From an optimization exercise on the open Yosys and OpenROAD flow, aimed at small area; shortcuts taken in it are not production practice. In this exercise RTL edits were held to simulation tests only and were not proved equivalent to the original. Power figures rest on the tool's default switching activity, not on a simulated workload.

`flow/flow/make_vars`:
```
BUFFER_PORTS_ARGS=-buffer_cell sky130_fd_sc_hd__buf_1
GPL_KEEP_OVERFLOW=0
PLACE_DENSITY=0.8
CTS_ARGS=-sink_clustering_enable -repair_clock_nets -buf_list sky130_fd_sc_hd__clkbuf_8 -dont_use_dummy_load
```
`flow/flow/run.sh`:
```
#!/bin/bash
# The standard synthesis, then its combinational logic mapped again by
# ABC with an area-oriented script (flow/abc_resyn.script): the standard
# synthesis's registers and adder cells stay exactly as they are, with their
# names; full adders may work on complemented signals (flow/fa_polarity.py).
# Then the standard layout of that netlist, with extra ORFS make
# variables from flow/make_vars (one per line).
# Logs: flow_synth.log and flow_make.log (make's output), flow_fa_polarity.log,
# flow_resyn.log and flow_resyn_check.log (Yosys); each ORFS step also keeps its own log under orfs/logs.
set -euo pipefail
args=()
while IFS= read -r line; do
   [[ -z "$line" || "$line" == \#* ]] && continue
   args+=("$line")
done < flow/make_vars

bash standard.sh "${args[@]}" synth > flow_synth.log 2>&1

RES=orfs/results/$FLOW_PLATFORM/layer_top/base
LIB=$FLOW_HOME/platforms/$FLOW_PLATFORM/lib/sky130_fd_sc_hd__tt_025C_1v80.lib
YOSYS=$FLOW_HOME/../tools/install/yosys/bin/yosys
DONT_USE=$(grep -o 'sky130_fd_sc_hd__[a-z0-9_]*' $FLOW_HOME/platforms/$FLOW_PLATFORM/config.mk | sort -u | sed 's/^/-dont_use /' | tr '\n' ' ')
cp $RES/1_2_yosys.v 1_2_yosys_standard.v
# Full adders on complemented signals where that saves inverters
python3 flow/fa_polarity.py 1_2_yosys_standard.v 1_2_yosys_fapol.v > flow_fa_polarity.log 2>&1
cat > resyn.ys <<EOT
read_liberty -ignore_miss_func $LIB
read_verilog 1_2_yosys_fapol.v
hierarchy -top $FLOW_TOP
blackbox sky130_fd_sc_hd__dfxtp_1 sky130_fd_sc_hd__edfxtp_1 sky130_fd_sc_hd__fa_1 sky130_fd_sc_hd__ha_1 sky130_fd_sc_hd__conb_1
tee -o resyn_stat_before.txt stat -liberty $LIB
flatten
opt -purge
abc -script $PWD/flow/abc_resyn.script -liberty $LIB $DONT_USE -constr $PWD/orfs/objects/$FLOW_PLATFORM/layer_top/base/abc.constr
splitnets
opt_clean -purge
hilomap -singleton -hicell sky130_fd_sc_hd__conb_1 HI -locell sky130_fd_sc_hd__conb_1 LO
insbuf -buf sky130_fd_sc_hd__buf_4 A X
tee -o resyn_stat_after.txt stat -liberty $LIB
write_verilog -noattr -nohex -nodec 1_2_yosys_resyn.v
EOT
$YOSYS -s resyn.ys > flow_resyn.log 2>&1
# The new netlist must be fully mapped and hold the same registers
cat > resyn_check.ys <<EOT
read_liberty -lib $LIB
read_verilog 1_2_yosys_resyn.v
hierarchy -check -top $FLOW_TOP
check -assert -mapped
EOT
$YOSYS -s resyn_check.ys > flow_resyn_check.log 2>&1
regs() { grep -oE 'sky130_fd_sc_hd__e?dfxtp_[0-9]+ +\\?[^ ]+' "$1" | sort; }
if ! diff <(regs 1_2_yosys_standard.v) <(regs 1_2_yosys_resyn.v) > flow_resyn_regs.diff; then
   echo "registers differ from the standard synthesis" >&2
   exit 1
fi
cp 1_2_yosys_resyn.v $RES/1_2_yosys.v
rm -f $RES/1_synth.odb
bash standard.sh "${args[@]}" finish > flow_make.log 2>&1
```
`flow/flow/fa_polarity.py`:
```
#!/usr/bin/env python3
"""Removes inverters between full-adder cells of a mapped netlist.

A full adder is self-dual: FA(~a, ~b, ~c) = (~sum, ~cout). This script picks,
for each full-adder cell, whether it works on complemented signals, so that
as few inverters as possible are needed between the adders and the logic
around them, then rewrites the netlist. The function is unchanged; no
register, port or other cell changes.

usage: fa_polarity.py in.v out.v
"""
import re, sys

src = open(sys.argv[1]).read()
m = re.search(r'^module .*?^endmodule', src, re.S | re.M)
assert m and src.count('\nmodule ') + src.startswith('module ') == 1, 'one module expected'
mod = m.group(0)

cell_re = re.compile(r'^(\s*)(sky130_fd_sc_hd__\w+)\s+(\S+)\s*\((.*?)\);\n', re.S | re.M)
pin_re = re.compile(r'\.(\w+)\(\s*(.*?)\s*\)\s*(?:,|$)', re.S)

cells = []   # [type, name, {pin: net}, span]
for cm in cell_re.finditer(mod):
    pins = dict((p, n.strip()) for p, n in pin_re.findall(cm.group(4)))
    cells.append([cm.group(2), cm.group(3), pins, cm.span()])

OUTS = {'X', 'Y', 'Q', 'Q_N', 'SUM', 'COUT', 'HI', 'LO'}
def v(net):
    # An escaped identifier ends at white space
    return net + ' ' if net.startswith('\\') else net

def is_fa(t): return re.match(r'sky130_fd_sc_hd__fa_\d+$', t) is not None
def is_inv(t): return re.match(r'sky130_fd_sc_hd__(clk)?inv_\d+$', t) is not None

driver = {}
for i, (t, n, pins, _) in enumerate(cells):
    for p, net in pins.items():
        if p in OUTS:
            driver[net] = (i, p)

# Logical source of a net: (base net, inverted?) following inverter cells
def source(net):
    inv = False
    seen = 0
    while net in driver and is_inv(cells[driver[net][0]][0]) and seen < 4:
        net = cells[driver[net][0]][2]['A']
        inv = not inv
        seen += 1
    return net, inv

fa = [i for i, c in enumerate(cells) if is_fa(c[0])]
fa_out = {}   # net -> fa index, for SUM/COUT nets
for i in fa:
    for p in ('SUM', 'COUT'):
        if p in cells[i][2]:
            fa_out[cells[i][2][p]] = i

# Every use of a signal: (cell index, pin, base net, wanted inversion)
uses = []
for i, (t, n, pins, _) in enumerate(cells):
    if is_inv(t):
        continue
    for p, net in pins.items():
        if p in OUTS:
            continue
        b, inv = source(net)
        uses.append((i, p, b, inv))
# Inverter outputs also used by ports (assign) or nothing else: keep them as uses
port_nets = set(re.findall(r'^\s*output\s+(?:\[[^\]]*\]\s*)?(\S+);', mod, re.M))

flip = {i: False for i in fa}

def cost():
    need = set()
    for (i, p, b, inv) in uses:
        pb = flip.get(fa_out.get(b), False)          # physical polarity of b
        want = inv ^ (flip[i] if i in flip else False)
        if want != pb:
            need.add(b)
    return len(need)

best = cost()
start = best
improved = True
while improved:
    improved = False
    for i in fa:
        flip[i] = not flip[i]
        c = cost()
        if c < best:
            best = c
            improved = True
        else:
            flip[i] = not flip[i]

if best >= start:
    open(sys.argv[2], 'w').write(src)
    print(f'fa_polarity: no gain ({start} inverted signals)')
    sys.exit(0)

# Rewrite: each use connects to b (physical polarity pb) or to a new inverter of b
new_cells = []
inv_of = {}
cnt = [0]
def inverted(b):
    if b not in inv_of:
        cnt[0] += 1
        w = f'fapol_n{cnt[0]}'
        inv_of[b] = w
        new_cells.append(f'  wire {w};\n  sky130_fd_sc_hd__inv_1 fapol_i{cnt[0]} (\n    .A({v(b)}),\n    .Y({w})\n  );\n')
    return inv_of[b]

newpins = {}
for (i, p, b, inv) in uses:
    pb = flip.get(fa_out.get(b), False)
    want = inv ^ (flip[i] if i in flip else False)
    newpins[(i, p)] = b if want == pb else inverted(b)

# Output ports driven through an assign or directly by a flipped adder are not
# expected: refuse rather than change a port's value
for net in fa_out:
    base = net.split('[')[0]
    if flip[fa_out[net]] and (base in port_nets or net in port_nets):
        sys.exit('fa_polarity: a flipped adder drives a port')

def drives_port(net):
    return net in port_nets or net.split('[')[0].strip() in port_nets

out = []
pos = 0
used_inv_outputs = set()
for (i, p, b, inv) in uses:
    pass
for i, (t, n, pins, span) in enumerate(cells):
    out.append(mod[pos:span[0]])
    pos = span[1]
    if is_inv(t) and not drives_port(pins['Y']):
        continue   # dropped; the needed inverters are made again below
    if is_inv(t):
        out.append(mod[span[0]:span[1]])
        continue
    body = ',\n'.join(f'    .{p}({v(newpins.get((i, p), net))})' for p, net in pins.items())
    out.append(f'  {t} {n} (\n{body}\n  );\n')
out.append(mod[pos:])
text = ''.join(out)
text = text.replace('\nendmodule', '\n' + ''.join(new_cells) + 'endmodule', 1)
text = src[:m.start()] + text + src[m.end():]
open(sys.argv[2], 'w').write(text)
print(f'fa_polarity: {start} -> {best} inverted signals, {sum(flip.values())} of {len(fa)} adders flipped')
```
`flow/standard.sh`:
```
#!/bin/bash
# synth_recipe.tcl (not shown) runs the flow's synth.tcl, then flattens the netlist and writes it again
# the make line also repeats each setting of config.mk as NAME=value (left out here)
make -C /OpenROAD-flow-scripts/flow DESIGN_CONFIG=/design/flow/config.mk WORK_HOME=/design/flow/orfs CLKGATE_MAP_FILE= SYNTH_SCRIPT=/design/flow/synth_recipe.tcl "${@:-finish}"
```
`flow/config.mk`:
```
export PLATFORM = sky130hd
export DESIGN_NAME = layer_top
export DESIGN_NICKNAME = layer_top
export VERILOG_FILES = /design/flow/design.v
export SDC_FILE = /design/flow/constraint.sdc
export NUM_CORES = 4
export LEC_CHECK = 0
export CAP_MARGIN = 20
export CORE_MARGIN = 2
export CORE_UTILIZATION = 40
export SLEW_MARGIN = 20
```
`flow/constraint.sdc`:
```
create_clock -name core_clock -period 7.0 [get_ports {clk}]
set_input_delay 1.4000 -clock core_clock [delete_from_list [all_inputs] [get_ports {clk}]]
set_output_delay 1.4000 -clock core_clock [all_outputs]
set_load 0.01 [all_outputs]
```
`flow/flow/abc_resyn.script`:
```
strash
dch -f
amap
topo
stime -c
```
`flow/design.v`:
```
package layer_pkg;
   typedef logic signed [16-1:0] data_t;
   typedef logic [$clog2(8)-1:0] vec_addr_t;
   typedef logic [$clog2(16)-1:0] out_idx_t;
endpackage
package layer_coef_pkg;
   localparam int WEIGHT_ENTRIES = 4 * 8 * (16 / 4);
   localparam int BIAS_ENTRIES   = 4 * (16 / 4);
   localparam logic [WEIGHT_ENTRIES*16-1:0] weight_table = {
      {
         -16'sd38,  16'sd33,  16'sd109, 16'sd24,  -16'sd3,   -16'sd45,  -16'sd19,  16'sd48,
         16'sd103,  16'sd18,  16'sd82,  -16'sd28, 16'sd101,  -16'sd64,  -16'sd108, 16'sd3,
         -16'sd18,  16'sd107, 16'sd2,   -16'sd45, -16'sd85,  16'sd22,   16'sd86,   16'sd32,
         -16'sd1,   -16'sd105, 16'sd81, 16'sd42,  16'sd45,   16'sd39,   -16'sd54,  16'sd63
      },
      {
         16'sd29,   -16'sd75, -16'sd24, 16'sd89,  -16'sd12,  -16'sd72,  16'sd114,  -16'sd15,
         -16'sd11,  -16'sd4,  -16'sd36, 16'sd105, 16'sd53,   -16'sd50,  -16'sd37,  16'sd72,
         -16'sd110, -16'sd77, 16'sd9,   16'sd71,  16'sd1,    16'sd100,  16'sd15,   -16'sd72,
         16'sd90,   16'sd84,  16'sd7,   -16'sd36, 16'sd56,   -16'sd106, 16'sd20,   16'sd22
      },
      {
         -16'sd109, -16'sd24, 16'sd30,  16'sd68,  -16'sd123, -16'sd41,  16'sd119,  16'sd31,
         16'sd54,   16'sd121, 16'sd12,  16'sd60,  -16'sd48,  16'sd3,    -16'sd37,  16'sd78,
         16'sd93,   -16'sd101, 16'sd116, -16'sd83, 16'sd31,  -16'sd49,  16'sd124,  16'sd29,
         -16'sd78,  16'sd8,   16'sd67,  16'sd81,  16'sd87,   16'sd63,   -16'sd18,  -16'sd105
      },
      {
         -16'sd2,   -16'sd5,  16'sd22,  -16'sd23, 16'sd96,   -16'sd58,  16'sd36,   -16'sd70,
         16'sd126,  16'sd113, -16'sd73, 16'sd94,  -16'sd73,  16'sd92,   -16'sd104, -16'sd98,
         -16'sd64,  -16'sd77, -16'sd4,  -16'sd9,  -16'sd113, 16'sd20,   16'sd21,   -16'sd3,
         16'sd115,  16'sd106, 16'sd14,  -16'sd126, -16'sd1,  -16'sd93,  16'sd0,    16'sd126
      }
   };
   localparam logic [BIAS_ENTRIES*16-1:0] bias_table = {
      {-16'sd70, 16'sd120, 16'sd71,  -16'sd60},
      {-16'sd47, 16'sd115, -16'sd83, 16'sd67},
      {16'sd41,  16'sd38,  -16'sd81, -16'sd106},
      {16'sd103, 16'sd83,  16'sd0,   -16'sd10}
   };
endpackage
module layer_sequencer (
   input  logic                 clk,
   input  logic                 reset,
   input  logic                 s_valid,
   input  logic                 m_ready,
   output logic                 s_ready,
   output logic                 m_valid,
   output logic                 vec_wr_en,    
   output layer_pkg::vec_addr_t pos,          
   output logic                 run,          
   output logic                 en,           
   output layer_pkg::out_idx_t  out_idx,      
   output logic [5:0]           entry_next,   
   output logic                 x_bypass      
);
   layer_pkg::vec_addr_t load_cnt;    
   logic vec_pending;    
   logic done;           
   logic fire;
   logic can_start;
   logic start;
   logic last_start;     
   logic gap;            
   assign m_valid = done;
   assign fire    = done & m_ready;
   assign can_start  = (pos[1:0] == 2'd0) && (pos[2] != out_idx[0]) && !run && (!done || fire);
   assign start      = can_start && (out_idx != '0 || vec_pending || vec_wr_en);
   assign last_start = can_start && out_idx == 4'd15;
   assign en         = start | run;
   assign s_ready   = (pos == load_cnt) && (load_cnt != '0 || !vec_pending || last_start);
   assign vec_wr_en = s_ready & s_valid;
   assign gap       = (pos == load_cnt) && (load_cnt != '0) && !s_valid;
   layer_pkg::vec_addr_t load_cnt_d;
   assign load_cnt_d = reset ? '0 : load_cnt + vec_wr_en;
   layer_pkg::vec_addr_t pos_d;
   layer_pkg::out_idx_t  out_idx_d;
   logic                 finish;         
   assign finish     = run && pos[1:0] == 2'd3 && !(gap && out_idx == '0);
   assign pos_d      = reset ? '0 : pos + 1'b1;
   assign out_idx_d  = reset ? '0 : out_idx + finish;
   assign entry_next = {out_idx_d, pos_d[1:0]};
   always_ff @(posedge clk) begin
      pos      <= pos_d;
      out_idx  <= out_idx_d;
      load_cnt <= load_cnt_d;
      x_bypass <= (pos_d == load_cnt_d) && out_idx_d == '0;
   end
   always_ff @(posedge clk) begin
      if (reset) begin
         vec_pending <= 1'b0;
         run         <= 1'b0;
         done        <= 1'b0;
      end else begin
         if (vec_wr_en && load_cnt == 3'd7)
            vec_pending <= 1'b1;
         else if (start && out_idx == 4'd15)
            vec_pending <= 1'b0;
         if (start)
            run <= 1'b1;
         else if (run && (pos[1:0] == 2'd3 || (gap && out_idx == '0)))
            run <= 1'b0;
         if (finish)
            done <= 1'b1;
         else if (fire)
            done <= 1'b0;
      end
   end
endmodule
module mac_lane (
   input  logic                 clk,
   input  logic                 run,        
   input  logic                 en,         
   input  layer_pkg::out_idx_t  out_idx,
   input  layer_pkg::vec_addr_t pos,
   input  logic [5:0]           entry_next,    
   input  layer_pkg::data_t     x_a,
   input  layer_pkg::data_t     x_b,
   output layer_pkg::data_t     acc,
   output logic [16-1:0] acc_cy    
);
   localparam int ENTRIES = 16 * 4;
   localparam int BW = 16;    
   function automatic logic [15:0] negsum(input logic [7:0] w);
      logic [8:0] wx;
      wx     = {w, 1'b0};
      negsum = '0;
      for (int k = 0; k < 4; k++)
         if (wx[2*k+2] && !(wx[2*k+1] && wx[2*k]))
            negsum = negsum + (16'd1 << (2 * k));
   endfunction
   function automatic logic [15:0] row_negsum(input int j);
      int e;
      row_negsum = '0;
      for (int c = 0; c < 8; c++) begin
         e = (j % 4) * 8 * (16 / 4) + (j / 4) * 8 + c;
         row_negsum = row_negsum
                      + negsum(layer_coef_pkg::weight_table[(layer_coef_pkg::WEIGHT_ENTRIES - 1 - e) * 16 +: 8]);
      end
   endfunction
   logic [4*ENTRIES-1:0] a_one, a_two, a_neg, b_one, b_two, b_neg;
   logic [16*BW-1:0] b_rom;
   logic [ENTRIES*8-1:0]        wa_rom, wb_rom;
   genvar i;
   generate
      for (i = 0; i < ENTRIES; i++) begin : g_w
         localparam int J  = i / 4;
         localparam int CA = (1 - J % 2) * 4 + i % 4;
         localparam int CB = (J % 2) * 4 + i % 4;
         localparam int EA = (J % 4) * 8 * (16 / 4)
                             + (J / 4) * 8 + CA;
         localparam int EB = (J % 4) * 8 * (16 / 4)
                             + (J / 4) * 8 + CB;
         localparam logic [8:0] WA = {layer_coef_pkg::weight_table[(layer_coef_pkg::WEIGHT_ENTRIES - 1 - EA) * 16 +: 8], 1'b0};
         localparam logic [8:0] WB = {layer_coef_pkg::weight_table[(layer_coef_pkg::WEIGHT_ENTRIES - 1 - EB) * 16 +: 8], 1'b0};
         assign wa_rom[i*8 +: 8] = WA[8:1];
         assign wb_rom[i*8 +: 8] = WB[8:1];
         for (genvar k = 0; k < 4; k++) begin : g_k
            assign a_one[k*ENTRIES + i] = WA[2*k+1] ^ WA[2*k];
            assign a_two[k*ENTRIES + i] = (WA[2*k+2] & ~WA[2*k+1] & ~WA[2*k]) | (~WA[2*k+2] & WA[2*k+1] & WA[2*k]);
            assign a_neg[k*ENTRIES + i] = WA[2*k+2] & ~(WA[2*k+1] & WA[2*k]);
            assign b_one[k*ENTRIES + i] = WB[2*k+1] ^ WB[2*k];
            assign b_two[k*ENTRIES + i] = (WB[2*k+2] & ~WB[2*k+1] & ~WB[2*k]) | (~WB[2*k+2] & WB[2*k+1] & WB[2*k]);
            assign b_neg[k*ENTRIES + i] = WB[2*k+2] & ~(WB[2*k+1] & WB[2*k]);
         end
      end
      for (i = 0; i < 16; i++) begin : g_b
         localparam int E = (i % 4) * (16 / 4) + i / 4;
         localparam logic [7:0] B8 =
            layer_coef_pkg::bias_table[(layer_coef_pkg::BIAS_ENTRIES - 1 - E) * 16 +: 8];
         assign b_rom[i*16 +: 16] = {{8{B8[7]}}, B8} + row_negsum(i);
      end
   endgenerate
   logic [5:0]  entry;
   logic [15:0] bias;
   logic [15:0] addend;
   logic [3:0]  neg_a, one_a, two_a, neg_b, one_b, two_b;
   assign entry  = {out_idx, pos[1:0]};
   assign bias   = b_rom[out_idx*16 +: 16];
   assign addend = run ? acc : bias;
   logic [7:0] wa_q, wb_q;
   always_ff @(posedge clk) begin
      wa_q <= wa_rom[entry_next*8 +: 8];
      wb_q <= wb_rom[entry_next*8 +: 8];
   end
   logic [8:0] wxa, wxb;
   assign wxa = {wa_q, 1'b0};
   assign wxb = {wb_q, 1'b0};
   generate
      for (i = 0; i < 4; i++) begin : g_digit
         assign one_a[i] = wxa[2*i+1] ^ wxa[2*i];
         assign two_a[i] = (wxa[2*i+2] & ~wxa[2*i+1] & ~wxa[2*i]) | (~wxa[2*i+2] & wxa[2*i+1] & wxa[2*i]);
         assign neg_a[i] = wxa[2*i+2] & ~(wxa[2*i+1] & wxa[2*i]);
         assign one_b[i] = wxb[2*i+1] ^ wxb[2*i];
         assign two_b[i] = (wxb[2*i+2] & ~wxb[2*i+1] & ~wxb[2*i]) | (~wxb[2*i+2] & wxb[2*i+1] & wxb[2*i]);
         assign neg_b[i] = wxb[2*i+2] & ~(wxb[2*i+1] & wxb[2*i]);
      end
   endgenerate
   logic [15:0] pp_a0;
   assign pp_a0[0] = ((one_a[0] & x_a[0])) ^ neg_a[0];
   assign pp_a0[1] = ((one_a[0] & x_a[1]) | (two_a[0] & x_a[0])) ^ neg_a[0];
   assign pp_a0[2] = ((one_a[0] & x_a[2]) | (two_a[0] & x_a[1])) ^ neg_a[0];
   assign pp_a0[3] = ((one_a[0] & x_a[3]) | (two_a[0] & x_a[2])) ^ neg_a[0];
   assign pp_a0[4] = ((one_a[0] & x_a[4]) | (two_a[0] & x_a[3])) ^ neg_a[0];
   assign pp_a0[5] = ((one_a[0] & x_a[5]) | (two_a[0] & x_a[4])) ^ neg_a[0];
   assign pp_a0[6] = ((one_a[0] & x_a[6]) | (two_a[0] & x_a[5])) ^ neg_a[0];
   assign pp_a0[7] = ((one_a[0] & x_a[7]) | (two_a[0] & x_a[6])) ^ neg_a[0];
   assign pp_a0[8] = ((one_a[0] & x_a[8]) | (two_a[0] & x_a[7])) ^ neg_a[0];
   assign pp_a0[9] = ((one_a[0] & x_a[9]) | (two_a[0] & x_a[8])) ^ neg_a[0];
   assign pp_a0[10] = ((one_a[0] & x_a[10]) | (two_a[0] & x_a[9])) ^ neg_a[0];
   assign pp_a0[11] = ((one_a[0] & x_a[11]) | (two_a[0] & x_a[10])) ^ neg_a[0];
   assign pp_a0[12] = ((one_a[0] & x_a[12]) | (two_a[0] & x_a[11])) ^ neg_a[0];
   assign pp_a0[13] = ((one_a[0] & x_a[13]) | (two_a[0] & x_a[12])) ^ neg_a[0];
   assign pp_a0[14] = ((one_a[0] & x_a[14]) | (two_a[0] & x_a[13])) ^ neg_a[0];
   assign pp_a0[15] = ((one_a[0] & x_a[15]) | (two_a[0] & x_a[14])) ^ neg_a[0];
   logic [15:2] pp_a1;
   assign pp_a1[2] = ((one_a[1] & x_a[0])) ^ neg_a[1];
   assign pp_a1[3] = ((one_a[1] & x_a[1]) | (two_a[1] & x_a[0])) ^ neg_a[1];
   assign pp_a1[4] = ((one_a[1] & x_a[2]) | (two_a[1] & x_a[1])) ^ neg_a[1];
   assign pp_a1[5] = ((one_a[1] & x_a[3]) | (two_a[1] & x_a[2])) ^ neg_a[1];
   assign pp_a1[6] = ((one_a[1] & x_a[4]) | (two_a[1] & x_a[3])) ^ neg_a[1];
   assign pp_a1[7] = ((one_a[1] & x_a[5]) | (two_a[1] & x_a[4])) ^ neg_a[1];
   assign pp_a1[8] = ((one_a[1] & x_a[6]) | (two_a[1] & x_a[5])) ^ neg_a[1];
   assign pp_a1[9] = ((one_a[1] & x_a[7]) | (two_a[1] & x_a[6])) ^ neg_a[1];
   assign pp_a1[10] = ((one_a[1] & x_a[8]) | (two_a[1] & x_a[7])) ^ neg_a[1];
   assign pp_a1[11] = ((one_a[1] & x_a[9]) | (two_a[1] & x_a[8])) ^ neg_a[1];
   assign pp_a1[12] = ((one_a[1] & x_a[10]) | (two_a[1] & x_a[9])) ^ neg_a[1];
   assign pp_a1[13] = ((one_a[1] & x_a[11]) | (two_a[1] & x_a[10])) ^ neg_a[1];
   assign pp_a1[14] = ((one_a[1] & x_a[12]) | (two_a[1] & x_a[11])) ^ neg_a[1];
   assign pp_a1[15] = ((one_a[1] & x_a[13]) | (two_a[1] & x_a[12])) ^ neg_a[1];
   logic [15:4] pp_a2;
   assign pp_a2[4] = ((one_a[2] & x_a[0])) ^ neg_a[2];
   assign pp_a2[5] = ((one_a[2] & x_a[1]) | (two_a[2] & x_a[0])) ^ neg_a[2];
   assign pp_a2[6] = ((one_a[2] & x_a[2]) | (two_a[2] & x_a[1])) ^ neg_a[2];
   assign pp_a2[7] = ((one_a[2] & x_a[3]) | (two_a[2] & x_a[2])) ^ neg_a[2];
   assign pp_a2[8] = ((one_a[2] & x_a[4]) | (two_a[2] & x_a[3])) ^ neg_a[2];
   assign pp_a2[9] = ((one_a[2] & x_a[5]) | (two_a[2] & x_a[4])) ^ neg_a[2];
   assign pp_a2[10] = ((one_a[2] & x_a[6]) | (two_a[2] & x_a[5])) ^ neg_a[2];
   assign pp_a2[11] = ((one_a[2] & x_a[7]) | (two_a[2] & x_a[6])) ^ neg_a[2];
   assign pp_a2[12] = ((one_a[2] & x_a[8]) | (two_a[2] & x_a[7])) ^ neg_a[2];
   assign pp_a2[13] = ((one_a[2] & x_a[9]) | (two_a[2] & x_a[8])) ^ neg_a[2];
   assign pp_a2[14] = ((one_a[2] & x_a[10]) | (two_a[2] & x_a[9])) ^ neg_a[2];
   assign pp_a2[15] = ((one_a[2] & x_a[11]) | (two_a[2] & x_a[10])) ^ neg_a[2];
   logic [15:6] pp_a3;
   assign pp_a3[6] = ((one_a[3] & x_a[0])) ^ neg_a[3];
   assign pp_a3[7] = ((one_a[3] & x_a[1]) | (two_a[3] & x_a[0])) ^ neg_a[3];
   assign pp_a3[8] = ((one_a[3] & x_a[2]) | (two_a[3] & x_a[1])) ^ neg_a[3];
   assign pp_a3[9] = ((one_a[3] & x_a[3]) | (two_a[3] & x_a[2])) ^ neg_a[3];
   assign pp_a3[10] = ((one_a[3] & x_a[4]) | (two_a[3] & x_a[3])) ^ neg_a[3];
   assign pp_a3[11] = ((one_a[3] & x_a[5]) | (two_a[3] & x_a[4])) ^ neg_a[3];
   assign pp_a3[12] = ((one_a[3] & x_a[6]) | (two_a[3] & x_a[5])) ^ neg_a[3];
   assign pp_a3[13] = ((one_a[3] & x_a[7]) | (two_a[3] & x_a[6])) ^ neg_a[3];
   assign pp_a3[14] = ((one_a[3] & x_a[8]) | (two_a[3] & x_a[7])) ^ neg_a[3];
   assign pp_a3[15] = ((one_a[3] & x_a[9]) | (two_a[3] & x_a[8])) ^ neg_a[3];
   logic [15:0] pp_b0;
   assign pp_b0[0] = ((one_b[0] & x_b[0])) ^ neg_b[0];
   assign pp_b0[1] = ((one_b[0] & x_b[1]) | (two_b[0] & x_b[0])) ^ neg_b[0];
   assign pp_b0[2] = ((one_b[0] & x_b[2]) | (two_b[0] & x_b[1])) ^ neg_b[0];
   assign pp_b0[3] = ((one_b[0] & x_b[3]) | (two_b[0] & x_b[2])) ^ neg_b[0];
   assign pp_b0[4] = ((one_b[0] & x_b[4]) | (two_b[0] & x_b[3])) ^ neg_b[0];
   assign pp_b0[5] = ((one_b[0] & x_b[5]) | (two_b[0] & x_b[4])) ^ neg_b[0];
   assign pp_b0[6] = ((one_b[0] & x_b[6]) | (two_b[0] & x_b[5])) ^ neg_b[0];
   assign pp_b0[7] = ((one_b[0] & x_b[7]) | (two_b[0] & x_b[6])) ^ neg_b[0];
   assign pp_b0[8] = ((one_b[0] & x_b[8]) | (two_b[0] & x_b[7])) ^ neg_b[0];
   assign pp_b0[9] = ((one_b[0] & x_b[9]) | (two_b[0] & x_b[8])) ^ neg_b[0];
   assign pp_b0[10] = ((one_b[0] & x_b[10]) | (two_b[0] & x_b[9])) ^ neg_b[0];
   assign pp_b0[11] = ((one_b[0] & x_b[11]) | (two_b[0] & x_b[10])) ^ neg_b[0];
   assign pp_b0[12] = ((one_b[0] & x_b[12]) | (two_b[0] & x_b[11])) ^ neg_b[0];
   assign pp_b0[13] = ((one_b[0] & x_b[13]) | (two_b[0] & x_b[12])) ^ neg_b[0];
   assign pp_b0[14] = ((one_b[0] & x_b[14]) | (two_b[0] & x_b[13])) ^ neg_b[0];
   assign pp_b0[15] = ((one_b[0] & x_b[15]) | (two_b[0] & x_b[14])) ^ neg_b[0];
   logic [15:2] pp_b1;
   assign pp_b1[2] = ((one_b[1] & x_b[0])) ^ neg_b[1];
   assign pp_b1[3] = ((one_b[1] & x_b[1]) | (two_b[1] & x_b[0])) ^ neg_b[1];
   assign pp_b1[4] = ((one_b[1] & x_b[2]) | (two_b[1] & x_b[1])) ^ neg_b[1];
   assign pp_b1[5] = ((one_b[1] & x_b[3]) | (two_b[1] & x_b[2])) ^ neg_b[1];
   assign pp_b1[6] = ((one_b[1] & x_b[4]) | (two_b[1] & x_b[3])) ^ neg_b[1];
   assign pp_b1[7] = ((one_b[1] & x_b[5]) | (two_b[1] & x_b[4])) ^ neg_b[1];
   assign pp_b1[8] = ((one_b[1] & x_b[6]) | (two_b[1] & x_b[5])) ^ neg_b[1];
   assign pp_b1[9] = ((one_b[1] & x_b[7]) | (two_b[1] & x_b[6])) ^ neg_b[1];
   assign pp_b1[10] = ((one_b[1] & x_b[8]) | (two_b[1] & x_b[7])) ^ neg_b[1];
   assign pp_b1[11] = ((one_b[1] & x_b[9]) | (two_b[1] & x_b[8])) ^ neg_b[1];
   assign pp_b1[12] = ((one_b[1] & x_b[10]) | (two_b[1] & x_b[9])) ^ neg_b[1];
   assign pp_b1[13] = ((one_b[1] & x_b[11]) | (two_b[1] & x_b[10])) ^ neg_b[1];
   assign pp_b1[14] = ((one_b[1] & x_b[12]) | (two_b[1] & x_b[11])) ^ neg_b[1];
   assign pp_b1[15] = ((one_b[1] & x_b[13]) | (two_b[1] & x_b[12])) ^ neg_b[1];
   logic [15:4] pp_b2;
   assign pp_b2[4] = ((one_b[2] & x_b[0])) ^ neg_b[2];
   assign pp_b2[5] = ((one_b[2] & x_b[1]) | (two_b[2] & x_b[0])) ^ neg_b[2];
   assign pp_b2[6] = ((one_b[2] & x_b[2]) | (two_b[2] & x_b[1])) ^ neg_b[2];
   assign pp_b2[7] = ((one_b[2] & x_b[3]) | (two_b[2] & x_b[2])) ^ neg_b[2];
   assign pp_b2[8] = ((one_b[2] & x_b[4]) | (two_b[2] & x_b[3])) ^ neg_b[2];
   assign pp_b2[9] = ((one_b[2] & x_b[5]) | (two_b[2] & x_b[4])) ^ neg_b[2];
   assign pp_b2[10] = ((one_b[2] & x_b[6]) | (two_b[2] & x_b[5])) ^ neg_b[2];
   assign pp_b2[11] = ((one_b[2] & x_b[7]) | (two_b[2] & x_b[6])) ^ neg_b[2];
   assign pp_b2[12] = ((one_b[2] & x_b[8]) | (two_b[2] & x_b[7])) ^ neg_b[2];
   assign pp_b2[13] = ((one_b[2] & x_b[9]) | (two_b[2] & x_b[8])) ^ neg_b[2];
   assign pp_b2[14] = ((one_b[2] & x_b[10]) | (two_b[2] & x_b[9])) ^ neg_b[2];
   assign pp_b2[15] = ((one_b[2] & x_b[11]) | (two_b[2] & x_b[10])) ^ neg_b[2];
   logic [15:6] pp_b3;
   assign pp_b3[6] = ((one_b[3] & x_b[0])) ^ neg_b[3];
   assign pp_b3[7] = ((one_b[3] & x_b[1]) | (two_b[3] & x_b[0])) ^ neg_b[3];
   assign pp_b3[8] = ((one_b[3] & x_b[2]) | (two_b[3] & x_b[1])) ^ neg_b[3];
   assign pp_b3[9] = ((one_b[3] & x_b[3]) | (two_b[3] & x_b[2])) ^ neg_b[3];
   assign pp_b3[10] = ((one_b[3] & x_b[4]) | (two_b[3] & x_b[3])) ^ neg_b[3];
   assign pp_b3[11] = ((one_b[3] & x_b[5]) | (two_b[3] & x_b[4])) ^ neg_b[3];
   assign pp_b3[12] = ((one_b[3] & x_b[6]) | (two_b[3] & x_b[5])) ^ neg_b[3];
   assign pp_b3[13] = ((one_b[3] & x_b[7]) | (two_b[3] & x_b[6])) ^ neg_b[3];
   assign pp_b3[14] = ((one_b[3] & x_b[8]) | (two_b[3] & x_b[7])) ^ neg_b[3];
   assign pp_b3[15] = ((one_b[3] & x_b[9]) | (two_b[3] & x_b[8])) ^ neg_b[3];
   logic s1, c2, s3, c4, s5, c6, s7, c8, s9, c10, s11, c12, s13, c14, s15, c16;
   logic s17, c18, s19, c20, s21, c22, s23, c24, s25, c26, s27, c28, s29, c30, s31, c32;
   logic s33, c34, s35, c36, s37, c38, s39, c40, s41, c42, s43, c44, s45, c46, s47, c48;
   logic s49, c50, s51, c52, s53, c54, s55, c56, s57, s58, s59, s60, c61, s62, c63, s64;
   logic c65, s66, c67, s68, c69, s70, c71, s72, c73, s74, c75, s76, c77, s78, c79, s80;
   logic c81, s82, c83, s84, c85, s86, c87, s88, c89, s90, c91, s92, c93, s94, c95, s96;
   logic c97, s98, c99, s100, c101, s102, c103, s104, c105, s106, c107, s108, s109, s110, c111, s112;
   logic c113, s114, c115, s116, c117, s118, c119, s120, c121, s122, c123, s124, c125, s126, c127, s128;
   logic c129, s130, c131, s132, c133, s134, c135, s136, s137, c138, s139, c140, s141, c142, s143, c144;
   logic s145, c146, s147, c148, s149, c150, s151, c152, s153, c154, s155, c156, s157, c158, s159, c160;
   logic s161, c162, s163, c164, s165, c166, s167;
   assign s1 = addend[4] ^ pp_b0[4];
   assign c2 = addend[4] & pp_b0[4];
   assign s3 = addend[5] ^ pp_b0[5] ^ pp_b1[5];
   assign c4 = (addend[5] & pp_b0[5]) | (addend[5] & pp_b1[5]) | (pp_b0[5] & pp_b1[5]);
   assign s5 = addend[6] ^ pp_b0[6] ^ pp_b1[6];
   assign c6 = (addend[6] & pp_b0[6]) | (addend[6] & pp_b1[6]) | (pp_b0[6] & pp_b1[6]);
   assign s7 = pp_b2[6] ^ pp_b3[6] ^ pp_a0[6];
   assign c8 = (pp_b2[6] & pp_b3[6]) | (pp_b2[6] & pp_a0[6]) | (pp_b3[6] & pp_a0[6]);
   assign s9 = addend[7] ^ pp_b0[7] ^ pp_b1[7];
   assign c10 = (addend[7] & pp_b0[7]) | (addend[7] & pp_b1[7]) | (pp_b0[7] & pp_b1[7]);
   assign s11 = pp_b2[7] ^ pp_b3[7] ^ pp_a0[7];
   assign c12 = (pp_b2[7] & pp_b3[7]) | (pp_b2[7] & pp_a0[7]) | (pp_b3[7] & pp_a0[7]);
   assign s13 = pp_a1[7] ^ pp_a2[7];
   assign c14 = pp_a1[7] & pp_a2[7];
   assign s15 = addend[8] ^ pp_b0[8] ^ pp_b1[8];
   assign c16 = (addend[8] & pp_b0[8]) | (addend[8] & pp_b1[8]) | (pp_b0[8] & pp_b1[8]);
   assign s17 = pp_b2[8] ^ pp_b3[8] ^ pp_a0[8];
   assign c18 = (pp_b2[8] & pp_b3[8]) | (pp_b2[8] & pp_a0[8]) | (pp_b3[8] & pp_a0[8]);
   assign s19 = pp_a1[8] ^ pp_a2[8] ^ pp_a3[8];
   assign c20 = (pp_a1[8] & pp_a2[8]) | (pp_a1[8] & pp_a3[8]) | (pp_a2[8] & pp_a3[8]);
   assign s21 = addend[9] ^ pp_b0[9] ^ pp_b1[9];
   assign c22 = (addend[9] & pp_b0[9]) | (addend[9] & pp_b1[9]) | (pp_b0[9] & pp_b1[9]);
   assign s23 = pp_b2[9] ^ pp_b3[9] ^ pp_a0[9];
   assign c24 = (pp_b2[9] & pp_b3[9]) | (pp_b2[9] & pp_a0[9]) | (pp_b3[9] & pp_a0[9]);
   assign s25 = pp_a1[9] ^ pp_a2[9] ^ pp_a3[9];
   assign c26 = (pp_a1[9] & pp_a2[9]) | (pp_a1[9] & pp_a3[9]) | (pp_a2[9] & pp_a3[9]);
   assign s27 = addend[10] ^ pp_b0[10] ^ pp_b1[10];
   assign c28 = (addend[10] & pp_b0[10]) | (addend[10] & pp_b1[10]) | (pp_b0[10] & pp_b1[10]);
   assign s29 = pp_b2[10] ^ pp_b3[10] ^ pp_a0[10];
   assign c30 = (pp_b2[10] & pp_b3[10]) | (pp_b2[10] & pp_a0[10]) | (pp_b3[10] & pp_a0[10]);
   assign s31 = pp_a1[10] ^ pp_a2[10] ^ pp_a3[10];
   assign c32 = (pp_a1[10] & pp_a2[10]) | (pp_a1[10] & pp_a3[10]) | (pp_a2[10] & pp_a3[10]);
   assign s33 = addend[11] ^ pp_b0[11] ^ pp_b1[11];
   assign c34 = (addend[11] & pp_b0[11]) | (addend[11] & pp_b1[11]) | (pp_b0[11] & pp_b1[11]);
   assign s35 = pp_b2[11] ^ pp_b3[11] ^ pp_a0[11];
   assign c36 = (pp_b2[11] & pp_b3[11]) | (pp_b2[11] & pp_a0[11]) | (pp_b3[11] & pp_a0[11]);
   assign s37 = pp_a1[11] ^ pp_a2[11] ^ pp_a3[11];
   assign c38 = (pp_a1[11] & pp_a2[11]) | (pp_a1[11] & pp_a3[11]) | (pp_a2[11] & pp_a3[11]);
   assign s39 = addend[12] ^ pp_b0[12] ^ pp_b1[12];
   assign c40 = (addend[12] & pp_b0[12]) | (addend[12] & pp_b1[12]) | (pp_b0[12] & pp_b1[12]);
   assign s41 = pp_b2[12] ^ pp_b3[12] ^ pp_a0[12];
   assign c42 = (pp_b2[12] & pp_b3[12]) | (pp_b2[12] & pp_a0[12]) | (pp_b3[12] & pp_a0[12]);
   assign s43 = pp_a1[12] ^ pp_a2[12] ^ pp_a3[12];
   assign c44 = (pp_a1[12] & pp_a2[12]) | (pp_a1[12] & pp_a3[12]) | (pp_a2[12] & pp_a3[12]);
   assign s45 = addend[13] ^ pp_b0[13] ^ pp_b1[13];
   assign c46 = (addend[13] & pp_b0[13]) | (addend[13] & pp_b1[13]) | (pp_b0[13] & pp_b1[13]);
   assign s47 = pp_b2[13] ^ pp_b3[13] ^ pp_a0[13];
   assign c48 = (pp_b2[13] & pp_b3[13]) | (pp_b2[13] & pp_a0[13]) | (pp_b3[13] & pp_a0[13]);
   assign s49 = pp_a1[13] ^ pp_a2[13] ^ pp_a3[13];
   assign c50 = (pp_a1[13] & pp_a2[13]) | (pp_a1[13] & pp_a3[13]) | (pp_a2[13] & pp_a3[13]);
   assign s51 = addend[14] ^ pp_b0[14] ^ pp_b1[14];
   assign c52 = (addend[14] & pp_b0[14]) | (addend[14] & pp_b1[14]) | (pp_b0[14] & pp_b1[14]);
   assign s53 = pp_b2[14] ^ pp_b3[14] ^ pp_a0[14];
   assign c54 = (pp_b2[14] & pp_b3[14]) | (pp_b2[14] & pp_a0[14]) | (pp_b3[14] & pp_a0[14]);
   assign s55 = pp_a1[14] ^ pp_a2[14] ^ pp_a3[14];
   assign c56 = (pp_a1[14] & pp_a2[14]) | (pp_a1[14] & pp_a3[14]) | (pp_a2[14] & pp_a3[14]);
   assign s57 = addend[15] ^ pp_b0[15] ^ pp_b1[15];
   assign s58 = pp_b2[15] ^ pp_b3[15] ^ pp_a0[15];
   assign s59 = pp_a1[15] ^ pp_a2[15] ^ pp_a3[15];
   assign s60 = addend[2] ^ pp_b0[2];
   assign c61 = addend[2] & pp_b0[2];
   assign s62 = addend[3] ^ pp_b0[3] ^ pp_b1[3];
   assign c63 = (addend[3] & pp_b0[3]) | (addend[3] & pp_b1[3]) | (pp_b0[3] & pp_b1[3]);
   assign s64 = pp_b1[4] ^ pp_b2[4] ^ s1;
   assign c65 = (pp_b1[4] & pp_b2[4]) | (pp_b1[4] & s1) | (pp_b2[4] & s1);
   assign s66 = pp_a0[4] ^ pp_a1[4];
   assign c67 = pp_a0[4] & pp_a1[4];
   assign s68 = pp_b2[5] ^ c2 ^ s3;
   assign c69 = (pp_b2[5] & c2) | (pp_b2[5] & s3) | (c2 & s3);
   assign s70 = pp_a0[5] ^ pp_a1[5] ^ pp_a2[5];
   assign c71 = (pp_a0[5] & pp_a1[5]) | (pp_a0[5] & pp_a2[5]) | (pp_a1[5] & pp_a2[5]);
   assign s72 = c4 ^ s5 ^ pp_a1[6];
   assign c73 = (c4 & s5) | (c4 & pp_a1[6]) | (s5 & pp_a1[6]);
   assign s74 = pp_a2[6] ^ pp_a3[6] ^ s7;
   assign c75 = (pp_a2[6] & pp_a3[6]) | (pp_a2[6] & s7) | (pp_a3[6] & s7);
   assign s76 = c6 ^ s9 ^ pp_a3[7];
   assign c77 = (c6 & s9) | (c6 & pp_a3[7]) | (s9 & pp_a3[7]);
   assign s78 = s13 ^ c8 ^ s11;
   assign c79 = (s13 & c8) | (s13 & s11) | (c8 & s11);
   assign s80 = c10 ^ s15 ^ c14;
   assign c81 = (c10 & s15) | (c10 & c14) | (s15 & c14);
   assign s82 = c12 ^ s17 ^ s19;
   assign c83 = (c12 & s17) | (c12 & s19) | (s17 & s19);
   assign s84 = c16 ^ s21 ^ c18;
   assign c85 = (c16 & s21) | (c16 & c18) | (s21 & c18);
   assign s86 = c20 ^ s23 ^ s25;
   assign c87 = (c20 & s23) | (c20 & s25) | (s23 & s25);
   assign s88 = c22 ^ s27 ^ c24;
   assign c89 = (c22 & s27) | (c22 & c24) | (s27 & c24);
   assign s90 = c26 ^ s29 ^ s31;
   assign c91 = (c26 & s29) | (c26 & s31) | (s29 & s31);
   assign s92 = c28 ^ s33 ^ c30;
   assign c93 = (c28 & s33) | (c28 & c30) | (s33 & c30);
   assign s94 = c32 ^ s35 ^ s37;
   assign c95 = (c32 & s35) | (c32 & s37) | (s35 & s37);
   assign s96 = c34 ^ s39 ^ c36;
   assign c97 = (c34 & s39) | (c34 & c36) | (s39 & c36);
   assign s98 = c38 ^ s41 ^ s43;
   assign c99 = (c38 & s41) | (c38 & s43) | (s41 & s43);
   assign s100 = c40 ^ s45 ^ c42;
   assign c101 = (c40 & s45) | (c40 & c42) | (s45 & c42);
   assign s102 = c44 ^ s47 ^ s49;
   assign c103 = (c44 & s47) | (c44 & s49) | (s47 & s49);
   assign s104 = c46 ^ s51 ^ c48;
   assign c105 = (c46 & s51) | (c46 & c48) | (s51 & c48);
   assign s106 = c50 ^ s53 ^ s55;
   assign c107 = (c50 & s53) | (c50 & s55) | (s53 & s55);
   assign s108 = c52 ^ s57 ^ c54;
   assign s109 = c56 ^ s58 ^ s59;
   assign s110 = pp_b1[2] ^ s60;
   assign c111 = pp_b1[2] & s60;
   assign s112 = c61 ^ s62 ^ pp_a0[3];
   assign c113 = (c61 & s62) | (c61 & pp_a0[3]) | (s62 & pp_a0[3]);
   assign s114 = c63 ^ s64 ^ pp_a2[4];
   assign c115 = (c63 & s64) | (c63 & pp_a2[4]) | (s64 & pp_a2[4]);
   assign s116 = c65 ^ s68 ^ c67;
   assign c117 = (c65 & s68) | (c65 & c67) | (s68 & c67);
   assign s118 = c69 ^ c71 ^ s72;
   assign c119 = (c69 & c71) | (c69 & s72) | (c71 & s72);
   assign s120 = c73 ^ s76 ^ c75;
   assign c121 = (c73 & s76) | (c73 & c75) | (s76 & c75);
   assign s122 = c77 ^ s80 ^ c79;
   assign c123 = (c77 & s80) | (c77 & c79) | (s80 & c79);
   assign s124 = c81 ^ s84 ^ c83;
   assign c125 = (c81 & s84) | (c81 & c83) | (s84 & c83);
   assign s126 = c85 ^ s88 ^ c87;
   assign c127 = (c85 & s88) | (c85 & c87) | (s88 & c87);
   assign s128 = c89 ^ s92 ^ c91;
   assign c129 = (c89 & s92) | (c89 & c91) | (s92 & c91);
   assign s130 = c93 ^ s96 ^ c95;
   assign c131 = (c93 & s96) | (c93 & c95) | (s96 & c95);
   assign s132 = c97 ^ s100 ^ c99;
   assign c133 = (c97 & s100) | (c97 & c99) | (s100 & c99);
   assign s134 = c101 ^ s104 ^ c103;
   assign c135 = (c101 & s104) | (c101 & c103) | (s104 & c103);
   assign s136 = c105 ^ s108 ^ c107;
   assign s137 = addend[0] ^ pp_b0[0];
   assign c138 = addend[0] & pp_b0[0];
   assign s139 = addend[1] ^ pp_b0[1] ^ pp_a0[1];
   assign c140 = (addend[1] & pp_b0[1]) | (addend[1] & pp_a0[1]) | (pp_b0[1] & pp_a0[1]);
   assign s141 = s110 ^ pp_a0[2] ^ pp_a1[2];
   assign c142 = (s110 & pp_a0[2]) | (s110 & pp_a1[2]) | (pp_a0[2] & pp_a1[2]);
   assign s143 = c111 ^ pp_a1[3] ^ s112;
   assign c144 = (c111 & pp_a1[3]) | (c111 & s112) | (pp_a1[3] & s112);
   assign s145 = s66 ^ c113 ^ s114;
   assign c146 = (s66 & c113) | (s66 & s114) | (c113 & s114);
   assign s147 = c115 ^ s70 ^ s116;
   assign c148 = (c115 & s70) | (c115 & s116) | (s70 & s116);
   assign s149 = c117 ^ s74 ^ s118;
   assign c150 = (c117 & s74) | (c117 & s118) | (s74 & s118);
   assign s151 = c119 ^ s78 ^ s120;
   assign c152 = (c119 & s78) | (c119 & s120) | (s78 & s120);
   assign s153 = s82 ^ c121 ^ s122;
   assign c154 = (s82 & c121) | (s82 & s122) | (c121 & s122);
   assign s155 = s86 ^ c123 ^ s124;
   assign c156 = (s86 & c123) | (s86 & s124) | (c123 & s124);
   assign s157 = s90 ^ c125 ^ s126;
   assign c158 = (s90 & c125) | (s90 & s126) | (c125 & s126);
   assign s159 = s94 ^ c127 ^ s128;
   assign c160 = (s94 & c127) | (s94 & s128) | (c127 & s128);
   assign s161 = s98 ^ c129 ^ s130;
   assign c162 = (s98 & c129) | (s98 & s130) | (c129 & s130);
   assign s163 = s102 ^ c131 ^ s132;
   assign c164 = (s102 & c131) | (s102 & s132) | (c131 & s132);
   assign s165 = s106 ^ c133 ^ s134;
   assign c166 = (s106 & c133) | (s106 & s134) | (c133 & s134);
   assign s167 = s109 ^ c135 ^ s136;
   logic [15:0] op_a, op_b;
   assign op_a = {s167, s165, s163, s161, s159, s157, s155, s153, s151, s149, s147, s145, s143, s141, s139, pp_a0[0]};
   assign op_b = {c166, c164, c162, c160, c158, c156, c154, c152, c150, c148, c146, c144, c142, c140, c138, s137};
   logic [15:0] cy;
   logic [15:0] sum;
   logic [15:0] cy_out;
   assign cy[0] = 1'b0;
   assign sum[0] = op_a[0] ^ op_b[0] ^ cy[0];
   assign cy[1] = (op_a[0] & op_b[0]) | (op_a[0] & cy[0]) | (op_b[0] & cy[0]);
   assign sum[1] = op_a[1] ^ op_b[1] ^ cy[1];
   assign cy[2] = (op_a[1] & op_b[1]) | (op_a[1] & cy[1]) | (op_b[1] & cy[1]);
   assign sum[2] = op_a[2] ^ op_b[2] ^ cy[2];
   assign cy[3] = (op_a[2] & op_b[2]) | (op_a[2] & cy[2]) | (op_b[2] & cy[2]);
   assign sum[3] = op_a[3] ^ op_b[3] ^ cy[3];
   assign cy[4] = (op_a[3] & op_b[3]) | (op_a[3] & cy[3]) | (op_b[3] & cy[3]);
   assign sum[4] = op_a[4] ^ op_b[4] ^ cy[4];
   assign cy[5] = (op_a[4] & op_b[4]) | (op_a[4] & cy[4]) | (op_b[4] & cy[4]);
   assign sum[5] = op_a[5] ^ op_b[5] ^ cy[5];
   assign cy_out[6] = (op_a[5] & op_b[5]) | (op_a[5] & cy[5]) | (op_b[5] & cy[5]);
   assign cy[6] = run & acc_cy[6];
   assign sum[6] = op_a[6] ^ op_b[6] ^ cy[6];
   assign cy[7] = (op_a[6] & op_b[6]) | (op_a[6] & cy[6]) | (op_b[6] & cy[6]);
   assign sum[7] = op_a[7] ^ op_b[7] ^ cy[7];
   assign cy[8] = (op_a[7] & op_b[7]) | (op_a[7] & cy[7]) | (op_b[7] & cy[7]);
   assign sum[8] = op_a[8] ^ op_b[8] ^ cy[8];
   assign cy[9] = (op_a[8] & op_b[8]) | (op_a[8] & cy[8]) | (op_b[8] & cy[8]);
   assign sum[9] = op_a[9] ^ op_b[9] ^ cy[9];
   assign cy[10] = (op_a[9] & op_b[9]) | (op_a[9] & cy[9]) | (op_b[9] & cy[9]);
   assign sum[10] = op_a[10] ^ op_b[10] ^ cy[10];
   assign cy_out[11] = (op_a[10] & op_b[10]) | (op_a[10] & cy[10]) | (op_b[10] & cy[10]);
   assign cy[11] = run & acc_cy[11];
   assign sum[11] = op_a[11] ^ op_b[11] ^ cy[11];
   assign cy[12] = (op_a[11] & op_b[11]) | (op_a[11] & cy[11]) | (op_b[11] & cy[11]);
   assign sum[12] = op_a[12] ^ op_b[12] ^ cy[12];
   assign cy[13] = (op_a[12] & op_b[12]) | (op_a[12] & cy[12]) | (op_b[12] & cy[12]);
   assign sum[13] = op_a[13] ^ op_b[13] ^ cy[13];
   assign cy_out[14] = (op_a[13] & op_b[13]) | (op_a[13] & cy[13]) | (op_b[13] & cy[13]);
   assign cy[14] = run & acc_cy[14];
   assign sum[14] = op_a[14] ^ op_b[14] ^ cy[14];
   assign cy[15] = (op_a[14] & op_b[14]) | (op_a[14] & cy[14]) | (op_b[14] & cy[14]);
   assign sum[15] = op_a[15] ^ op_b[15] ^ cy[15];
   assign cy_out[0] = 1'b0;
   assign cy_out[1] = 1'b0;
   assign cy_out[2] = 1'b0;
   assign cy_out[3] = 1'b0;
   assign cy_out[4] = 1'b0;
   assign cy_out[5] = 1'b0;
   assign cy_out[7] = 1'b0;
   assign cy_out[8] = 1'b0;
   assign cy_out[9] = 1'b0;
   assign cy_out[10] = 1'b0;
   assign cy_out[12] = 1'b0;
   assign cy_out[13] = 1'b0;
   assign cy_out[15] = 1'b0;
   logic [15:0] cy_q;    
   always_ff @(posedge clk)
      if (en) begin
         acc  <= sum;
         cy_q <= cy_out & 16'h4840;
      end
   assign acc_cy = cy_q & 16'h4840;
endmodule
module mac_array (
   input  logic                 clk,
   input  logic                 vec_wr_en,
   input  logic                 x_bypass,
   input  layer_pkg::data_t     data_in,
   input  layer_pkg::vec_addr_t pos,
   input  logic                 run,
   input  logic                 en,
   input  layer_pkg::out_idx_t  out_idx,
   input  logic [5:0]           entry_next,
   output layer_pkg::data_t     acc,
   output logic [16-1:0] acc_cy
);
   layer_pkg::data_t ring [0:8-1];
   always_ff @(posedge clk) begin
      for (int k = 0; k < 8 - 1; k++)
         ring[k] <= ring[k+1];
      ring[8-1] <= vec_wr_en ? data_in : ring[0];
   end
   mac_lane u_lane (
      .clk     (clk),
      .run     (run),
      .en      (en),
      .out_idx (out_idx),
      .pos     (pos),
      .entry_next (entry_next),
      .x_a     (x_bypass ? data_in : ring[0]),    
      .x_b     (ring[8/2]),           
      .acc     (acc),
      .acc_cy  (acc_cy)
   );
endmodule
module result_buffer (
   input  layer_pkg::data_t acc,
   input  logic [16-1:0] acc_cy,
   output layer_pkg::data_t data_out
);
   layer_pkg::data_t result;
   assign result   = acc + acc_cy;
   assign data_out = result[16-1] ? '0 : result;
endmodule
module layer_top (
   input  logic             clk,
   input  logic             reset,
   input  logic             s_valid,
   input  logic             m_ready,
   input  layer_pkg::data_t data_in,
   output logic             s_ready,
   output logic             m_valid,
   output layer_pkg::data_t data_out
);
   logic                 vec_wr_en;
   logic                 x_bypass;
   layer_pkg::vec_addr_t pos;
   logic                 run, en;
   layer_pkg::out_idx_t  out_idx;
   logic [5:0]           entry_next;
   layer_pkg::data_t     acc;
   logic [16-1:0] acc_cy;
   layer_sequencer u_sequencer (
      .clk       (clk),
      .reset     (reset),
      .s_valid   (s_valid),
      .m_ready   (m_ready),
      .s_ready   (s_ready),
      .m_valid   (m_valid),
      .vec_wr_en (vec_wr_en),
      .pos       (pos),
      .run       (run),
      .en        (en),
      .out_idx   (out_idx),
      .entry_next(entry_next),
      .x_bypass  (x_bypass)
   );
   mac_array u_mac_array (
      .clk       (clk),
      .vec_wr_en (vec_wr_en),
      .x_bypass  (x_bypass),
      .data_in   (data_in),
      .pos       (pos),
      .run       (run),
      .en        (en),
      .out_idx   (out_idx),
      .entry_next(entry_next),
      .acc       (acc),
      .acc_cy    (acc_cy)
   );
   result_buffer u_result_buffer (
      .acc      (acc),
      .acc_cy   (acc_cy),
      .data_out (data_out)
   );
endmodule
```
==> results of run 1 <==
## what timing repair did
item | 4_1_cts | 5_1_grt
setup endpoints to repair | 0 | 7
resized for setup | 0 | 3
setup buffers | 0 | 0
## where the power goes
part | switching [W] | internal, W | total [W]
logic | 0.00271 | 0.00196 | 0.00467
registers | 0.000165 | 0.00170 | 0.00186
clock network | 0.000308 | 0.000214 | 0.000522
total | 0.00319 | 0.00387 | 0.00706
## sequential cells by signal (all words and copies together), names as in the netlist
register and flops:
u_sequencer.load_cnt 3, u_mac_array.u_lane.acc 16, u_sequencer.vec_pending 1, u_sequencer.done 1
u_sequencer.pos 3, u_sequencer.run 1, u_sequencer.out_idx 4, u_mac_array.u_lane.wb_q 8
u_mac_array.u_lane.wa_q 8, u_sequencer.x_bypass 1, u_mac_array.ring 128, u_mac_array.u_lane.cy_q 3
## worst max-delay path: stages, from the launching register on
cell	delay (ns)
dfxtp_1	0.54
ha_1	0.34
nor2_2	0.55
clkinv_1	0.58
o21ai_0	0.36
fa_1	0.50
fa_1	0.47
fa_1	0.44
fa_1	0.52
fa_1	0.44
fa_1	0.40
fa_1	0.42
fa_1	0.39
fa_1	0.43
## layer usage
layer | up-vias | GRT usage, % | share of wire [%]
li1 | 4457 | - | -
met1 | 4587 | 34.4 | 44
met2 | 712 | 34.3 | 42
met3 | 99 | 6.06 | 12
met4 | 0 | 6.75 | 3.0
met5 | - | 0 | 0
## cell type report
cell class                      instances  share of cell area [%]
Tap cell                              335                    3.66
Clock buffer                           17                    2.04
Multi-Input combinational cell        890                    55.5
Timing Repair Buffer                   38                    1.39
Inverter                              147                    4.85
Sequential cell                       177                    32.6
## worst min path at each step
stage,cells after the start,from,endpoint,slack [ns]
floorplan,0,u_mac_array.ring[1][0],u_mac_array.ring[0][0],0.31
global route,0,u_mac_array.ring[5][8],u_mac_array.ring[4][8],0.29
detailed placement,0,u_mac_array.ring[3][14],u_mac_array.ring[2][14],0.31
finish,0,u_mac_array.ring[5][8],u_mac_array.ring[4][8],0.29
CTS,0,u_mac_array.ring[5][8],u_mac_array.ring[4][8],0.29
global placement,0,u_mac_array.ring[2][0],u_mac_array.ring[1][0],0.31
## through the flow
stage	cell area [um2]	util, %	hold slack [ns]	total power (W)	setup TNS (ns)
floorplan	10600	-	0.310	0.00510	0
global placement	11200	42.9	0.310	0.00620	-13.52
detailed placement	11200	43.0	0.312	0.00644	0
CTS	11400	43.9	0.293	0.00700	0
global route	11500	44.0	0.291	0.00776	0
finish	11500	44.0	0.288	0.00706	0
==> impl_results.md, run 1 <==
* Chip Height at 167 um
* Htree depth at 4
* Status: finished clean
* N_diodes at 0
* Multi-input gate area at 0.00636 mm2
* Worst setup startpoint: u_mac_array.u_lane.wb_q[1]
* DRT antenna net count at 0
* TritonCTS clock tree: done
* Post-Place Cells at 1587
* Via count at 9855
* Initial antenna violation count at 0
* Cts hold-fix bufs at 0
* Row count at 59
* Clock Path Buffers at 2
* Drt first pass iters at 8
* GRT Residual Overflow at 0
* Root buffer cell: clkbuf_8
* Most frequent cells in the layout: nor2_1, dfxtp_1, clkinv_1
* Final setup violation count at 0
* Syn_area_per_cell at 8.74 um2
* Period utilisation layout at 95.0%
* Clk slew on worst S/H paths at 0.12 ns
* RSZ-0062 raised after global routing: false
* Tightest Hold Check Type: reg2reg
* Mapped cell area at 0.0106 mm2
* Per-cell routed wire length at 20.6 um
* FILL cells at 2520
* Layout cells sized above 1 at 2.21%
* Area grow syn2layout at 7.94%
* Crit end category: flip-flop
* Core area at 0.0261 mm2
* Drc violations at 0
* Crit path capture: u_mac_array.u_lane.acc[10]
* Worst clock skew at 0.0468 ns
* Pwr dens at 616 mW/mm2
* DRT iter0 DRCs at 1460
* Min Tclk post-route at 6.65 ns
* Worst slew pin tran at 1.20 ns
* Fmax at 150 MHz
* Placer Congestion at 0.973
* WS Path Type: reg2reg
* Vias in the first global route at 9031
* Post-DP HPWL at 24900 um
* DIE WIDTH at 167 um
* First-pass GRT wire length at 51400 um
* Static Leakage at 4.12 nW
* Layout Nets at 1421
* Worst-case reg-to-reg path depth at 13
* Cell count after synthesis at 1215
* RR Startpoint: u_mac_array.u_lane.wb_q[1]
* Largest net degree at the start of global routing at 37
* Clock Sinks at 177
* Crit Reg-Reg Endpoint: u_mac_array.u_lane.acc[10]
* WP data required at 7.19 ns
* Cts bufs inserted at 17
* Final non-filler cell total at 1604
* Fin. Hold Viols at 0
* Post-route setup slack at 0.349 ns
* Rel. slew slack at 19.4%
* Overall global routing resource usage at 23.5%
* Worst Path Max Fanout at 18
* IO Port Bufs at 36
* Dpl ws at 0.0722 ns
* Sequential cell area at 0.00373 mm2
* Final Max Tran Viols at 0
* CP Launch Type: flip-flop
* Vias per inst at 6.14
* Max-cap violations at 0
* Syn. warnings at 5
* Peak VDD IR at 0.000527 V
* Clock latency at the later pin of the worst-skew pair at 0.49 ns
* Most common cell after layout, fill and taps aside: nor2_1
* Reg2reg setup slack at 0.35 ns
* Die ar. at 0.0279 mm2
* Final wirelength at 33100 um
* Synthesized Nets at 1365
* Critical path arrival at 6.84 ns
* I/O pin cnt at 38
* Initial Util at 40.8%
==> run 2: changes to the inputs <==
--- a/flow/flow/run.sh
+++ b/flow/flow/run.sh
@@ -1,7 +1,7 @@
 #!/bin/bash
 # The standard synthesis, then its combinational logic mapped again by
 # ABC with an area-oriented script (flow/abc_resyn.script): the standard
-# synthesis's registers and adder cells stay exactly as they are, with their
+# synthesis's registers and full-adder cells stay exactly as they are, with their
 # names; full adders may work on complemented signals (flow/fa_polarity.py).
 # Then the standard layout of that netlist, with extra ORFS make
 # variables from flow/make_vars (one per line).
@@ -27,7 +27,7 @@
 read_liberty -ignore_miss_func $LIB
 read_verilog 1_2_yosys_fapol.v
 hierarchy -top $FLOW_TOP
-blackbox sky130_fd_sc_hd__dfxtp_1 sky130_fd_sc_hd__edfxtp_1 sky130_fd_sc_hd__fa_1 sky130_fd_sc_hd__ha_1 sky130_fd_sc_hd__conb_1
+blackbox sky130_fd_sc_hd__dfxtp_1 sky130_fd_sc_hd__edfxtp_1 sky130_fd_sc_hd__fa_1 sky130_fd_sc_hd__conb_1
 tee -o resyn_stat_before.txt stat -liberty $LIB
 flatten
 opt -purge
==> flow/flow/abc_resyn.script (replaced) <==
strash
dch -f
amap
strash
dch -f
amap
topo
stime -c
==> run 2 against run 1 <==
  * Worst hold slack got worse by 0.0058 ns
  * Sequential cell count is the same
  * Sequential share of layout area up 1.4 points
  * Global-route usage increased by 1.4 points
  * Cell count decreased by 0.37%
  * Die area down 4.4%
  * Fmax fell by 2.0%
  * Design area down 4.0%
  * Critical path depth grew 1
  * Clock skew fell by 0.0012 ns
  * Sequential power fell by 11%
  * First-iteration DRC count is 29% lower
  * Critical endpoint unchanged
==> impl_results.md, run 2 <==
* Status: finished clean
* Final setup violation count at 0 (unchanged)
* CTS resizes at 0 (unchanged)
* Tightest Hold Check Type: reg2reg
* Clock latency at the later pin of the worst-skew pair at 0.49 ns (about the same)
* DRT antenna net count at 0 (unchanged)
* WP data required at 7.22 ns (+0.03 ns)
* Fin. Hold Viols at 0 (unchanged)
* Metal-1 WL at 12600 um (-12%)
* Dpl ws at 0.246 ns (+0.174 ns)
* WS Path Type: reg2reg
* Initial antenna violation count at 0 (unchanged)
* Min Tclk post-route at 6.79 ns (+0.136 ns)
* Met2 wire len at 15300 um (+10%)
* First-pass GRT wire length at 50400 um (-1.9%)
* Core area at 0.0250 mm2 (-3.9%)
* Area of placed instances at 0.0108 mm2 (-4.0%)
* Cell class contributing the biggest share of worst-path delay: adder cells
* Buf+Inv Stages, Crit Path at 2 (+1)
* Largest net degree at the start of global routing at 34 (-8.1%)
* Post-DP HPWL at 24700 um (-1.0%)
* Most frequent cells in the layout: nor2_1, dfxtp_1, clkinv_1
* P_int at 0.00316 W (-18%)
* Clock Path Buffers at 2 (unchanged)
* Post-CTS Repair Setup Buffers at 0 (unchanged)
* Syn_area_per_cell at 8.38 um2 (-4.2%)
* Vias in the first global route at 9016 (-0.17%)
* Clock group share of total power at 9.7% (+2.3 points)
* Chip Height at 163 um (-2.2%)
* Cts hold-fix bufs at 0 (unchanged)
* Static Leakage at 3.84 nW (-6.8%)
* Vias per inst at 5.86 (-4.7%)
* Max layer used: met4
* Slowest cell delay on critical path at 0.82 ns (+0.24 ns)
* Rel. slew slack at 21.0% (+1.5 points)
* Row count at 58 (-1.7%)
* RSZ-0062 raised after global routing: false
* Sw Pwr at 0.00238 W (-25%)
* Worst slew pin tran at 1.19 ns (-0.0174 ns)
* Final Max Tran Viols at 0 (unchanged)
* Part of the power in registers at 29.7% (+3.3 points)
* Initial Util at 40.5% (-0.24 points)
* Die ar. at 0.0267 mm2 (-4.4%)
* TritonCTS clock tree: done
* DRT iter0 DRCs at 1037 (-29%)
* Drt first pass iters at 6 (-2)
* Synthesized Nets at 1319 (-3.4%)
* Most used cell, CP: fa_1
* Pwr dens at 503 mW/mm2 (-18%)
* Critical path arrival at 7.01 ns (+0.17 ns)
* IO Port Bufs at 36 (unchanged)
* Placer Congestion at 1.00 (+3.1%)
* Switching Fraction at 42.9% (-2.2 points)
* Layout Nets at 1378 (-3.0%)
* Max-cap violations at 0 (unchanged)
* Final instance area at 0.0110 mm2 (-4.0%)
* Area grow syn2layout at 8.50%
* Overall global routing resource usage at 24.9% (+1.4 points)
* Worst clock skew at 0.0456 ns (-0.00117 ns)
* Per-cell routed wire length at 20.2 um (-2.0%)
* Fmax at 147 MHz (-2.0%)
* Root buffer cell: clkbuf_8
* Tot Pwr at 0.00553 W (-22%)
* Final non-filler cell total at 1598 (-0.37%)
* DIE WIDTH at 163 um (-2.2%)
* Max reg flops at 128 (unchanged)
* Post-Place Cells at 1581 (-0.38%)
* CP Launch Type: flip-flop
* Mapped cell area at 0.0101 mm2 (-4.5%)
* Htree depth at 4 (unchanged)
* Combinational power share at 60.5% (-5.7 points)
* GRT Residual Overflow at 0 (unchanged)
* Cts bufs inserted at 17 (unchanged)
* N_diodes at 0 (unchanged)
* Crit path max-delay cell type: dfxtp_1
* Clock Sinks at 177 (unchanged)
* Register name with the most flops: u_mac_array.ring
* Worst Path Max Fanout at 19 (+1)
* Drc violations at 0 (unchanged)
* Cell count after synthesis at 1211 (-0.33%)
* Crit end category: flip-flop
* Period utilisation layout at 97.0% (+1.9 points)
* I/O pin cnt at 38 (unchanged)
* Met3 WL at 2370 um (-38%)
* Via count at 9358 (-5.0%)
* Layout cells sized above 1 at 2.37% (+0.16 points)
* CP Cell Sequence: nand2_1, nand2_1, clkinv_1, o21ai_0, fa_1, fa_1, fa_1, clkinv_1, fa_1, fa_1, fa_1, fa_1, fa_1, fa_1
* Final wirelength at 32300 um (-2.4%)
* Peak VDD IR at 0.000319 V (-39%)
* Clk slew on worst S/H paths at 0.12 ns (about the same)
* Syn. warnings at 5 (unchanged)
* Top Registers: u_mac_array.ring x128, u_mac_array.u_lane.acc x16
* Most common cell after layout, fill and taps aside: nor2_1
* Post-route setup slack at 0.213 ns (-0.136 ns)
* Core Util, Final at 44.0% (about the same)
## run 2: routing by layer
metal / vias to the layer above / global-route usage (%)
met3: 147 / 4.47
met2: 520 / 42.0
met5: - / 0
li1: 4381 / -
met4: 0 / 13.1
met1: 4310 / 30.3
## run 2: final timing paths
path | slack [ns] | end | cells after the start | start
hold / removal | 0.28 | u_mac_array.ring[4][15] | 0 | u_mac_array.ring[5][15]
setup reg to reg | 0.21 | u_mac_array.u_lane.acc[10] | 14 | u_mac_array.u_lane.wb_q[1]
setup / recovery | 0.21 | u_mac_array.u_lane.acc[10] | 14 | u_mac_array.u_lane.wb_q[1]
hold reg to reg | 0.28 | u_mac_array.ring[4][15] | 0 | u_mac_array.ring[5][15]
## run 2: area by class of cell
type / count / area [um2]
tap: 330 / 413
timing repair buffer: 41 / 200
inverter: 140 / 526
multi-input combinational: 893 / 5900
fill: 2476 / 14000
sequential: 177 / 3730
clock buffer: 17 / 234
## run 2: per-stage QoR
stage | TNS, ns | hold slack (ns)
floorplan | 0 | 0.310
global placement | -12.10 | 0.310
detailed placement | 0 | 0.312
CTS | 0 | 0.285
global route | 0 | 0.286
finish | 0 | 0.282
## run 2: worst register-to-register path, delay by kind of cell, from the launching register on
| kind | cells | cell delay [ns] |
|---|---|---|
| buffers and inverters | 2 | 0.61 |
| adder cells (fa/ha/maj) | 9 | 4.08 |
| AO/OA/AOI/OAI | 1 | 0.39 |
| flip-flops | 1 | 0.82 |
| AND/OR/NAND/NOR | 2 | 0.66 |
## run 2: power by group through the flow
stage	Clock [W]	Sequential, W	Combinational [W]
5_1_grt	0.000586	0.00167	0.00380
2_1_floorplan	0	0.00161	0.00239
3_3_place_gp	0	0.00166	0.00314
6_report	0.000539	0.00165	0.00335
4_1_cts	0.000550	0.00165	0.00337
3_5_place_dp	0	0.00167	0.00335

re-timing with driven ports:
No port has a modelled driver above. Below, the same layouts with a new extraction and two added sets of constraints.
Step 1 sets driving cells, clkbuf_16 on the clock port and buf_2 on the other inputs (assumed; they add their load-dependent delay and slew).
Step 2, shift: input delay + t, output delay - t, t = (earliest + latest rising clock arrival at the registers) / 2. This alone moves slack from input paths to output paths.
Three values: ideal ports, drivers, drivers and shift; two values: the first two.
run	shift t [ns]	slack for setup (ns)	worst data-port slew with drivers (ns)
run 1	0.501	0.349 / 0.349 / 0.113	0.03
run 2	0.508	0.213 / 0.213 / 0.213	0.03
After both steps every run listed still meets setup and hold. The setup slack of run 1, which loses most, moves by 0.000 ns with the drivers and by -0.236 ns with both steps.
